This design comes from an exercise in tuning for a short achievable clock period on the open sky130 flow, not from production work.
In this exercise RTL edits were held to simulation tests only and were not proved equivalent to the original.

rev 12:
==> flow/design.v <==
module icache_assoc #(
  parameter int SETS        = 8,
  parameter int WAYS        = 2,
  parameter int BLOCK_WORDS = 2
) (
  input  logic        CLK,
  input  logic        RST,
  input  logic        imemREN,
  input  logic [31:0] imemaddr,
  input  logic        dmemREN,
  input  logic        dmemWEN,
  input  logic        iflush,
  output logic        ihit,
  output logic [31:0] imemload,
  output logic        iREN,
  output logic [31:0] iaddr,
  input  logic        iwait,
  input  logic [31:0] iload,
  output logic [31:0] hit_count,
  output logic [31:0] miss_count
);
  localparam int BO = $clog2(BLOCK_WORDS);
  localparam int IW = $clog2(SETS);
  localparam int TW = 30 - BO - IW;
  localparam int WW = (WAYS > 1) ? $clog2(WAYS) : 1;
  localparam int CW = (BO > 0) ? BO : 1;
  localparam logic [31:0]   OFF_MASK  = 32'(BLOCK_WORDS * 4 - 1);
  localparam logic [CW-1:0] LAST_WORD = CW'(BLOCK_WORDS - 1);
  typedef enum logic {S_LOOKUP = 1'b0, S_FILL = 1'b1} state_t;
  state_t state_q, state_d;
  logic [31:0]     data_mem [SETS][WAYS][BLOCK_WORDS];
  logic [TW-1:0]   tag_mem  [SETS][WAYS];
  logic [SETS-1:0][WAYS-1:0] valid_q, valid_d;
  logic [SETS-1:0][WW-1:0]   ptr_q, ptr_d;
  logic [31:0]   fill_addr_q, fill_addr_d;
  logic [WW-1:0] victim_q, victim_d;
  logic [CW-1:0] word_cnt_q, word_cnt_d;
  logic [31:0]   hit_count_q, hit_count_d;
  logic [31:0]   miss_count_q, miss_count_d;
  logic [IW-1:0] req_idx;
  logic [TW-1:0] req_tag;
  logic [CW-1:0] req_off;
  logic [IW-1:0] fill_idx;
  logic [TW-1:0] fill_tag;
  logic          unused_addr_bits;
  assign req_idx          = imemaddr[BO+2 +: IW];
  assign req_tag          = imemaddr[31 -: TW];
  assign fill_idx         = fill_addr_q[BO+2 +: IW];
  assign fill_tag         = fill_addr_q[31 -: TW];
  assign unused_addr_bits = ^imemaddr[1:0];
  generate
    if (BO > 0) begin : g_off
      assign req_off = imemaddr[2 +: CW];
    end else begin : g_no_off
      assign req_off = '0;
    end
  endgenerate
  logic [SETS-1:0] set_sel;
  logic [SETS-1:0][WAYS-1:0] sw_match;
  logic [WAYS-1:0] way_match;
  always_comb begin
    for (int s = 0; s < SETS; s++) begin
      set_sel[s] = (req_idx == IW'(s));
      for (int w = 0; w < WAYS; w++)
        sw_match[s][w] = valid_q[s][w] && (tag_mem[s][w] == req_tag);
    end
    for (int w = 0; w < WAYS; w++) begin
      way_match[w] = 1'b0;
      for (int s = 0; s < SETS; s++)
        way_match[w] = way_match[w] | (set_sel[s] & sw_match[s][w]);
    end
  end
  logic [WAYS-1:0][31:0] way_word;
  always_comb begin
    for (int w = 0; w < WAYS; w++)
      way_word[w] = data_mem[req_idx][w][req_off];
  end
  logic [WW-1:0] victim_sel;
  always_comb begin
    victim_sel = ptr_q[req_idx];
    for (int w = WAYS - 1; w >= 0; w--)
      if (!valid_q[req_idx][w]) victim_sel = WW'(w);
  end
  logic dmem_busy, lookup_ok, lookup_hit, miss_start, word_take, fill_last, fill_done;
  logic [WAYS-1:0] way_hit;
  assign dmem_busy  = dmemREN | dmemWEN;
  assign lookup_ok  = (state_q == S_LOOKUP) && imemREN && !dmem_busy;
  assign lookup_hit = lookup_ok && (|way_match);
  assign miss_start = lookup_ok && !(|way_match) && !iflush;
  assign word_take  = (state_q == S_FILL) && !iwait;
  assign fill_last  = word_take && (word_cnt_q == LAST_WORD);
  assign fill_done  = fill_last && !iflush;
  always_comb begin
    for (int w = 0; w < WAYS; w++) begin
      way_hit[w] = lookup_ok && way_match[w];
      for (int v = 0; v < w; v++)
        way_hit[w] = way_hit[w] && !way_match[v];
    end
  end
  always_ff @(posedge CLK or posedge RST) begin
    if (RST) state_q <= S_LOOKUP;
    else     state_q <= state_d;
  end
  always_comb begin
    state_d = state_q;
    case (state_q)
      S_LOOKUP: if (miss_start) state_d = S_FILL;
      S_FILL:   if (iflush || fill_last) state_d = S_LOOKUP;
    endcase
  end
  always_comb begin
    ihit     = lookup_hit;
    imemload = '0;
    for (int w = 0; w < WAYS; w++)
      imemload = imemload | ({32{way_hit[w]}} & way_word[w]);
    iREN     = (state_q == S_FILL);
    iaddr    = (state_q == S_FILL) ? (fill_addr_q | (32'(word_cnt_q) << 2)) : 32'd0;
  end
  always_comb begin
    valid_d      = valid_q;
    ptr_d        = ptr_q;
    fill_addr_d  = fill_addr_q;
    victim_d     = victim_q;
    word_cnt_d   = word_cnt_q;
    hit_count_d  = hit_count_q;
    miss_count_d = miss_count_q;
    if (miss_start) begin
      fill_addr_d = imemaddr & ~OFF_MASK;
      victim_d    = victim_sel;
      word_cnt_d  = '0;
      valid_d[req_idx][victim_sel] = 1'b0;
    end
    if (word_take) word_cnt_d = word_cnt_q + 1'b1;
    if (fill_done) begin
      valid_d[fill_idx][victim_q] = 1'b1;
      ptr_d[fill_idx] = (WAYS > 1) ? ptr_q[fill_idx] + 1'b1 : '0;
    end
    if (iflush) begin
      for (int s = 0; s < SETS; s++) begin
        valid_d[s] = '0;
        ptr_d[s]   = '0;
      end
    end
    if (lookup_hit && (hit_count_q != 32'hFFFF_FFFF)) hit_count_d = hit_count_q + 32'd1;
    if (miss_start && (miss_count_q != 32'hFFFF_FFFF)) miss_count_d = miss_count_q + 32'd1;
  end
  always_ff @(posedge CLK or posedge RST) begin
    if (RST) begin
      for (int s = 0; s < SETS; s++) begin
        valid_q[s] <= '0;
        ptr_q[s]   <= '0;
      end
      fill_addr_q  <= '0;
      victim_q     <= '0;
      word_cnt_q   <= '0;
      hit_count_q  <= '0;
      miss_count_q <= '0;
    end else begin
      valid_q      <= valid_d;
      ptr_q        <= ptr_d;
      fill_addr_q  <= fill_addr_d;
      victim_q     <= victim_d;
      word_cnt_q   <= word_cnt_d;
      hit_count_q  <= hit_count_d;
      miss_count_q <= miss_count_d;
    end
  end
  always_ff @(posedge CLK) begin
    if (word_take) data_mem[fill_idx][victim_q][word_cnt_q] <= iload;
    if (fill_done) tag_mem[fill_idx][victim_q] <= fill_tag;
  end
  assign hit_count  = hit_count_q;
  assign miss_count = miss_count_q;
endmodule
clock: 7.0 ns
lec_check: 0
cap_margin: 20
core_margin: 2
core_utilization: 40
setup_slack_margin: 3.5
slew_margin: 20
run.sh (not shown) runs the stock make flow with config.mk's settings and CLKGATE_MAP_FILE= SYNTH_SCRIPT=/design/flow/synth_recipe.tcl, a recipe that flattens the netlist after the stock synthesis.
The final layout from rev 12, which completed every stage, passed the timing, DRC and antenna checks at the end of the flow.
Setup changes, rev 12 to rev 13
-- flow/design.v --
<<< rev 12, line 56
    end
  endgenerate
  logic [SETS-1:0] set_sel;
  logic [SETS-1:0][WAYS-1:0] sw_match;
>>> rev 13, line 56
    end
  endgenerate
  logic dmem_busy, lookup_ok, lookup_hit, miss_start, word_take, fill_last, fill_done;
  logic [SETS-1:0] set_sel;
  logic [SETS-1:0][WAYS-1:0] sw_match;
<<< rev 12, line 71
    end
  end
  logic [WAYS-1:0][31:0] way_word;
  always_comb begin
    for (int w = 0; w < WAYS; w++)
      way_word[w] = data_mem[req_idx][w][req_off];
  end
  logic [WW-1:0] victim_sel;
>>> rev 13, line 72
    end
  end
  logic [SETS-1:0][WAYS-1:0][31:0] sw_word;
  always_comb begin
    for (int s = 0; s < SETS; s++)
      for (int w = 0; w < WAYS; w++)
        sw_word[s][w] = data_mem[s][w][req_off] & {32{lookup_ok}};
  end
  logic [WW-1:0] victim_sel;
<<< rev 12, line 82
      if (!valid_q[req_idx][w]) victim_sel = WW'(w);
  end
  logic dmem_busy, lookup_ok, lookup_hit, miss_start, word_take, fill_last, fill_done;
  logic [WAYS-1:0] way_hit;
  assign dmem_busy  = dmemREN | dmemWEN;
  assign lookup_ok  = (state_q == S_LOOKUP) && imemREN && !dmem_busy;
>>> rev 13, line 84
      if (!valid_q[req_idx][w]) victim_sel = WW'(w);
  end
  assign dmem_busy  = dmemREN | dmemWEN;
  assign lookup_ok  = (state_q == S_LOOKUP) && imemREN && !dmem_busy;
<<< rev 12, line 91
  assign fill_last  = word_take && (word_cnt_q == LAST_WORD);
  assign fill_done  = fill_last && !iflush;
  always_comb begin
    for (int w = 0; w < WAYS; w++) begin
      way_hit[w] = lookup_ok && way_match[w];
      for (int v = 0; v < w; v++)
        way_hit[w] = way_hit[w] && !way_match[v];
    end
  end
  always_ff @(posedge CLK or posedge RST) begin
>>> rev 13, line 91
  assign fill_last  = word_take && (word_cnt_q == LAST_WORD);
  assign fill_done  = fill_last && !iflush;
  logic [SETS-1:0][WAYS-1:0] sw_hit;
  always_comb begin
    for (int s = 0; s < SETS; s++)
      for (int w = 0; w < WAYS; w++)
        sw_hit[s][w] = set_sel[s] & sw_match[s][w];
  end
  always_ff @(posedge CLK or posedge RST) begin
<<< rev 12, line 112
    ihit     = lookup_hit;
    imemload = '0;
    for (int w = 0; w < WAYS; w++)
      imemload = imemload | ({32{way_hit[w]}} & way_word[w]);
    iREN     = (state_q == S_FILL);
    iaddr    = (state_q == S_FILL) ? (fill_addr_q | (32'(word_cnt_q) << 2)) : 32'd0;
>>> rev 13, line 111
    ihit     = lookup_hit;
    imemload = '0;
    for (int s = 0; s < SETS; s++)
      for (int w = 0; w < WAYS; w++)
        imemload = imemload | ({32{sw_hit[s][w]}} & sw_word[s][w]);
    iREN     = (state_q == S_FILL);
    iaddr    = (state_q == S_FILL) ? (fill_addr_q | (32'(word_cnt_q) << 2)) : 32'd0;
Results
Rev 13: arrival time reported for the critical path endpoint higher than rev 12. On overall die area, rev 12 tracks rev 13 almost exactly. Between rev 12 and rev 13, the difference in CTS clock-pin slew for the worst setup and hold paths is negligible. Lower cell area after layout among rev 12 and rev 13: rev 12. Looking only at non-clock buffer count, and setting everything else aside, the lower value of rev 12 and rev 13 goes to rev 12. Comparing rev 12 and rev 13, the lower smallest setup slack after layout is on rev 13. Clock-buffer cell count (lower): rev 12. Final antenna diode count ended up 1 higher on rev 13 than on rev 12. The end of the critical path comes out fill_addr_q[14] in one run and imemload[4] in the other, namely in rev 13 and rev 12 respectively. Number of inserted filler cells in the final layout (rev 13 over rev 12): decrease, 170.

-- afterwards: timing with drivers on the ports --
The flow's constraints put no driver on any port. The routed layouts listed below were extracted and timed again, unchanged, in two steps. Step 1 sets driving cells, clkbuf_16 on the clock port and buf_2 on the other inputs (assumed; they add their load-dependent delay and slew). Step 2, shift: input delay + t, output delay - t, t = (earliest + latest rising clock arrival at the registers) / 2. This alone moves slack from input paths to output paths. a / b / c = ideal / step 1 / step 2; a / b = the first two.
| run | t (ns) | setup slack, ns | worst hold slack (ns) | clock arrival spread, ns | slew at the worst register clock pin (ns) |
|---|---|---|---|---|---|
| rev 12 | 0.865 | 1.753 / 1.665 / 1.665 | 0.493 / 0.493 / 0.493 | 0.063 / 0.063 | 0.07 / 0.07 |
| rev 13 | 0.883 | 1.630 / 1.573 / 0.777 | 0.494 / 0.494 / 0.494 | 0.056 / 0.057 | 0.06 / 0.06 |
After both steps every run listed still meets setup and hold. The setup slack of rev 13, which loses most, moves by -0.057 ns with the drivers and by -0.853 ns with both steps.
